Source: an optimization exercise on an open RTL-to-GDS flow (aim: small area and few clock cycles). Production flows keep margins and buffers that such runs may drop. The RTL was checked by simulation tests, not by an equivalence proof against the original design. No activity file was given, so power comes from the tool's default toggle rates.

==> module pot_ema_core, before the edit <==
module pot_ema_core (
    input  logic               clk,
    input  logic               rst_n,
    input  logic               in_valid,
    output logic               in_ready,
    input  pot_ema_pkg::in_t   in_req,
    input  pot_ema_pkg::cfg_t  cfg,
    input  logic               res_full,
    output logic               res_valid,
    output pot_ema_pkg::out_t  res,
    output pot_ema_pkg::out_t  tap
);
    localparam int NC = pot_ema_pkg::CHANNELS;
    logic [15:0] sum_q  [NC];
    logic [3:0]  cnt_q  [NC];
    logic [23:0] avg_q  [NC];
    logic [15:0] last_q [NC];
    logic          clean_q;
    logic [NC-1:0] never_q;
    logic [2:0]  phase;
    logic [15:0] sum0;
    logic [3:0]  cnt0;
    logic [23:0] avg0;
    logic        fire;
    logic [11:0] x;
    logic [15:0] s;
    logic [3:0]  n;
    logic        done;
    logic [15:0] level;
    logic        report;
    logic [15:0] sum_n;
    logic [3:0]  cnt_n;
    logic [23:0] avg_n;
    logic [15:0] last_n;
    assign sum0 = sum_q[0];
    assign cnt0 = cnt_q[0];
    assign avg0 = avg_q[0];
    assign in_ready = (in_req.channel == phase) && clean_q && !((cnt0 == 4'd15) && res_full);
    assign fire     = in_valid && in_ready;
    logic [23:0] a;
    logic        thr;
    assign x    = in_req.sample & {12{fire}};
    assign n    = cnt0 + 4'(fire);
    assign done = fire && (cnt0 == 4'd15);
    pot_ema_dp u_dp (
        .S0  (sum0),
        .x   (x),
        .A0  (avg0),
        .w   (cfg.smoothing_weight),
        .L   (last_q[0]),
        .T   (cfg.report_threshold),
        .s   (s),
        .a   (a),
        .thr (thr)
    );
    assign level  = a[23:8];
    assign report = done && (never_q[0] || thr);
    assign sum_n  = s & {16{clean_q & !done}};
    assign cnt_n  = n & {4{clean_q}};
    assign avg_n  = (a & {24{clean_q & done}}) | (avg0 & {24{clean_q & !done}});
    assign last_n = (level & {16{report}}) | (last_q[0] & {16{!report}});
    always_ff @(posedge clk)
    begin
        for (int i = 0; i < NC-1; i++)
        begin
            sum_q[i]  <= sum_q[i+1];
            cnt_q[i]  <= cnt_q[i+1];
            avg_q[i]  <= avg_q[i+1];
            last_q[i] <= last_q[i+1];
        end
        sum_q[NC-1]  <= sum_n;
        cnt_q[NC-1]  <= cnt_n;
        avg_q[NC-1]  <= avg_n;
        last_q[NC-1] <= last_n;
    end
    always_ff @(posedge clk or negedge rst_n)
    begin
        if (!rst_n)
        begin
            clean_q <= 1'b0;
            never_q <= '1;
            phase   <= '0;
        end
        else
        begin
            clean_q <= clean_q || (phase == 3'(NC-1));
            never_q <= {never_q[0] & !report, never_q[NC-1:1]};
            phase   <= phase + 3'd1;
        end
    end
    assign res_valid          = report;
    assign res.report_channel = phase;
    assign res.smoothed_level = level;
    assign tap.report_channel = phase - 3'd1;
    assign tap.smoothed_level = last_q[NC-1];
endmodule
clock: 20.0 ns
lec_check: 0
cap_margin: 5
core_margin: 2
core_utilization: 60
cts_buf_list: sky130_fd_sc_hd__clkbuf_8
cts_cluster_diameter: 60
cts_cluster_size: 20
gpl_timing_driven: 0
slew_margin: 5
run.sh (not shown) runs the stock make flow with config.mk's settings and CLKGATE_MAP_FILE= SYNTH_SCRIPT=/design/flow/synth_recipe.tcl, a recipe that flattens the netlist after the stock synthesis.
Testbench counts at the start, summed over its fixed seeds: cycles 33,204.
Change:
--- a/flow/design.v
+++ b/flow/design.v
@@ -81,7 +81,7 @@
     logic [3:0]  cnt_q  [NC];
     logic [23:0] avg_q  [NC];
     logic [15:0] last_q [NC];
-    logic          clean_q;
+    logic [NC-1:0] vld_q;
     logic [NC-1:0] never_q;
     logic [2:0]  phase;
     logic [15:0] sum0;
@@ -101,7 +101,7 @@
     assign sum0 = sum_q[0];
     assign cnt0 = cnt_q[0];
     assign avg0 = avg_q[0];
-    assign in_ready = (in_req.channel == phase) && clean_q && !((cnt0 == 4'd15) && res_full);
+    assign in_ready = (in_req.channel == phase) && vld_q[0] && !((cnt0 == 4'd15) && res_full);
     assign fire     = in_valid && in_ready;
     logic [23:0] a;
     logic        thr;
@@ -121,9 +121,9 @@
     );
     assign level  = a[23:8];
     assign report = done && (never_q[0] || thr);
-    assign sum_n  = s & {16{clean_q & !done}};
-    assign cnt_n  = n & {4{clean_q}};
-    assign avg_n  = (a & {24{clean_q & done}}) | (avg0 & {24{clean_q & !done}});
+    assign sum_n  = s & {16{vld_q[0] & !done}};
+    assign cnt_n  = n & {4{vld_q[0]}};
+    assign avg_n  = (a & {24{vld_q[0] & done}}) | (avg0 & {24{vld_q[0] & !done}});
     assign last_n = (level & {16{report}}) | (last_q[0] & {16{!report}});
     always_ff @(posedge clk)
     begin
@@ -143,13 +143,13 @@
     begin
         if (!rst_n)
         begin
-            clean_q <= 1'b0;
+            vld_q   <= '0;
             never_q <= '1;
             phase   <= '0;
         end
         else
         begin
-            clean_q <= clean_q || (phase == 3'(NC-1));
+            vld_q   <= {1'b1, vld_q[NC-1:1]};
             never_q <= {never_q[0] & !report, never_q[NC-1:1]};
             phase   <= phase + 3'd1;
         end
After rerunning: Worst setup slack loses 16 ps. Final area grows by 0.57%. Routed wire length rose by about 1.2%. Total power drops by 21%. Fmax hardly moves. Via count is higher by about 1.3%. Synthesized cell count rises by 0.53%.
Testbench counts after the change, summed over its fixed seeds: cycles 33,204.

[afterwards: timing with drivers on the ports]
Ports are ideal in the flow. The routed layouts listed here were re-timed in OpenROAD. Step 1, drivers: a clkbuf_16 drives clk and a buf_2 each remaining input, both assumed. Step 2 also shifts input and output timing later by t, the mid clock arrival at the registers, as if the neighbouring blocks saw the same clock. a / b / c = ideal ports / drivers / drivers and shift; a / b = the first two.
run	shift t [ns]	setup WS [ns]	worst hold slack (ns)	slew at the worst register clock pin (ns)	worst slew at a driven data input, ns
the first run	0.645	0.538 / 0.556 / -0.090	0.301 / 0.301 / 0.301	0.12 / 0.12	0.04
the second run	0.645	0.522 / 0.541 / -0.103	0.305 / 0.305 / 0.305	0.12 / 0.12	0.03
Met with ideal ports but missed after step 2: setup timing in the first run and the second run. The setup slack of the first run, which loses most, moves by +0.018 ns with the drivers and by -0.628 ns with both steps.
